From an optimization exercise on the open Yosys and OpenROAD flow, aimed at small area, a short achievable clock period and few clock cycles per item; shortcuts taken in it are not production practice.
At most, simulation tests tie the RTL to the original design; equivalence was not proved.

## juniper
## conv_stream_mac
module conv_stream_mac
#(
    parameter int DATA_W = 8,
    parameter int KSIZE  = 4,
    parameter int OUT_W  = 16
) (
    input  logic                          clk,
    input  logic                          rst,
    input  logic                          k_valid,
    output logic                          k_ready,
    input  logic [DATA_W-1:0]             k_data,
    input  logic                          in_valid,
    output logic                          in_ready,
    input  logic [KSIZE*KSIZE*DATA_W-1:0] in_window,
    input  logic                          relu_en,
    output logic                          out_valid,
    input  logic                          out_ready,
    output logic [OUT_W-1:0]              out_data,
    output logic                          out_neg,
    output logic                          kernel_ok
);
    logic [3:0]   cnt;
    logic [10:0]  kneg;
    logic [191:0] kern;
    logic         k_fire, in_fire, deliver;
    logic [2:0]   pending;
    logic         full;
    logic         kpend;
    logic [287:0] cs1;
  ...
clock: 5.5 ns
lec_check: 0
abc_area: 1
cap_margin: 20
core_margin: 2
core_utilization: 40
setup_slack_margin: 2.9
slew_margin: 20
synth_hierarchical: 1
standard.sh (not shown) runs the stock make flow with config.mk's settings and CLKGATE_MAP_FILE= SYNTH_SCRIPT=/design/flow/synth_recipe.tcl, a recipe that flattens the netlist after the stock synthesis.
==> flow/flow/run.sh <==
#!/bin/bash
# Standard layout, but the port buffers are buf_2 cells instead of the
# default choice (a slow delay buffer), so inputs and outputs are not slowed.
set -euo pipefail
export BUFFER_PORTS_ARGS="-buffer_cell sky130_fd_sc_hd__buf_2"
bash standard.sh > standard_flow.log 2>&1
Looking at the reports, juniper completed the entire flow and the layout it produced met the timing, DRC and antenna checks.
Testbench counts of juniper, summed over its fixed seeds: cycles 7,632, items 7,200.
[inputs] delta vs juniper
- changing CORE_UTILIZATION from 40 to 60
==> summary.txt <==
Looking at global routing usage on met2 across delta and juniper, the one that comes out lower is juniper. delta: time the final worst path needs with I/O delays and setup is 0.023 ns lower than what juniper reported. Side by side, global-route usage turned out higher in delta than in juniper. The total detailed-routing wirelength of delta was inferior to that of juniper. delta vs juniper on flip-flop and latch share of the layout cell area: delta is the higher one.
What pepper does differently from delta at the input level:
- a change of CORE_UTILIZATION from 60 to 40
- a change of SETUP_SLACK_MARGIN from 2.9 to 3.1
## What came out
- pepper: final-stage net count higher than delta
- pepper vs. delta: overall die area went up by 0.034 sq mm; ratio of cells with drive above 1 in the final layout went up by 14 points; hold-fix buffer count after cts was more or less identical; fraction of area in registers went down by 2.4 points; worst-case setup margin in the final layout went up by 0.0097 ns.
- [compare] base=delta new=pepper: final period utilization decreased by 0.18 points relative to the old numbers, time the worst path needs with I/O delays and setup decreased by 0.0097 ns relative to the old numbers, final area increased by about 8% relative to the old numbers.
The following lists how zinc was set up differently from pepper:
- SETUP_SLACK_MARGIN now 2.6, was 3.1
==> flow/run.sh (new file) <==
#!/bin/bash
# synth_recipe.tcl (not shown) runs the flow's synth.tcl, then flattens the netlist and writes it again
# the make line also repeats each setting of config.mk as NAME=value (left out here)
make -C /OpenROAD-flow-scripts/flow DESIGN_CONFIG=/design/flow/config.mk WORK_HOME=/design/flow/orfs CLKGATE_MAP_FILE= SYNTH_SCRIPT=/design/flow/synth_recipe.tcl finish
removed: flow/flow/run.sh
removed: flow/standard.sh
## What came out
- Number of standard cells in the final layout excluding fillers (zinc over pepper): decrease, 2.4%
- Going from pepper to zinc, total wirelength of the detailed-routed design went down, sequential cell area went down 210 sq um, count of multi-input combinational gates neither gained nor lost much, count of instances resized after the clock tree is built decreased 255, arrival time of data at the critical path endpoint went up by 0.21 ns.
- Summary of zinc over pepper: achievable clock frequency -10%; wire length on met1 shrank by 4.8%; area of the mapped netlist now sits at about the same level.

lane 1:
conv_stream_mac, a different RTL version from the one above (not shown whole).
Size: roughly 160 I/O pins, roughly 40000 µm² of cells after synthesis.
clock: 5.5 ns
lec_check: 0
abc_area: 1
cap_margin: 20
core_margin: 2
core_utilization: 40
setup_slack_margin: 2.9
slew_margin: 20
synth_hierarchical: 1
==> flow/flow/run.sh <==
#!/bin/bash
# Standard layout, but the port buffers are buf_2 cells instead of the
# default choice (a slow delay buffer), so inputs and outputs are not slowed.
set -euo pipefail
export BUFFER_PORTS_ARGS="-buffer_cell sky130_fd_sc_hd__buf_2"
bash standard.sh > standard_flow.log 2>&1
What lane 2 does differently from lane 1 at the input level:
Settings: SETUP_SLACK_MARGIN now 2.6, was 2.9.
==> flow/run.sh (new file) <==
#!/bin/bash
# synth_recipe.tcl (not shown) runs the flow's synth.tcl, then flattens the netlist and writes it again
# the make line also repeats each setting of config.mk as NAME=value (left out here)
make -C /OpenROAD-flow-scripts/flow DESIGN_CONFIG=/design/flow/config.mk WORK_HOME=/design/flow/orfs CLKGATE_MAP_FILE= SYNTH_SCRIPT=/design/flow/synth_recipe.tcl finish
removed: flow/flow/run.sh
removed: flow/standard.sh
## What came out
Comparing lane 1 with lane 2, the clock network area share came out essentially unchanged. Per the comparison of lane 2 with lane 1, portion of the layout cell area used by non-clock buffers increased 1.2 points; count of clock-net buffers in the final layout increased 17. Termination of the worst setup path: cs1[257] -> lane 2, cs2[4] -> lane 1. Diff lane 1 -> lane 2 | number of cells in the finished layout apart from fillers | decrease of 0.76%. Compared with lane 1, in lane 2 total detailed-routing wirelength went down 0.78%; final cell utilization of the core fell by 0.93 points.
Input changes introduced in lane 3 (baseline for comparison: lane 2):
Settings: removing SETUP_SLACK_MARGIN (formerly 2.6).
==> summary.txt <==
- Final instance area (lane 3 vs. lane 2) decreases by a few percent
- Summary of lane 3 over lane 2: time the worst path needs with I/O delays and setup now sits higher, worst setup slack after layout dropped 0.33 ns.
No run of this note included a check of the RTL's function; only the layout flow was run.

[re-timing with driven ports]
In the flow no input, the clock included, has a driving cell. The finished layouts below were timed again as built, in two steps. Step 1 (the two cells are an assumption about what drives the block):
set clk [get_ports {clk}]
set_driving_cell -lib_cell sky130_fd_sc_hd__clkbuf_16 $clk
set_driving_cell -lib_cell sky130_fd_sc_hd__buf_2 [delete_from_list [all_inputs] $clk]
Step 2 adds t to the input delays and takes it off the output delays; t is the mean of the earliest and latest rising clock arrival at the registers after step 1. Input paths then give back, and output paths get back, about the clock's delay inside the block. a / b / c = ideal ports / drivers / drivers and shift; a / b = the first two.
run | t (ns) | slack for setup (ns) | hold slack, ns | latest minus earliest clock arrival (ns) | cell pins on the clock port's net
juniper | 0.723 | 2.878 / 2.878 / 2.285 | 0.331 / 0.331 / 0.331 | 0.043 / 0.044 | 1
delta | 0.682 | 2.901 / 2.901 / 2.311 | 0.329 / 0.329 / 0.329 | 0.016 / 0.017 | 1
pepper | 0.707 | 2.911 / 2.911 / 2.328 | 0.325 / 0.325 / 0.325 | 0.031 / 0.032 | 1
zinc | 0.712 | 2.617 / 2.621 / 1.914 | 0.327 / 0.327 / 0.327 | 0.029 / 0.029 | 1
lane 1 | 0.707 | 2.884 / 2.884 / 2.355 | 0.326 / 0.326 / 0.326 | 0.030 / 0.030 | 1
lane 2 | 0.709 | 2.625 / 2.619 / 1.910 | 0.326 / 0.326 / 0.326 | 0.050 / 0.050 | 1
lane 3 | 0.714 | 2.299 / 2.349 / 1.635 | 0.326 / 0.326 / 0.326 | 0.030 / 0.029 | 1
After both steps every run listed still meets setup and hold. For lane 2, which loses most, drivers alone change the setup slack by -0.006 ns; drivers and shift together by -0.715 ns.
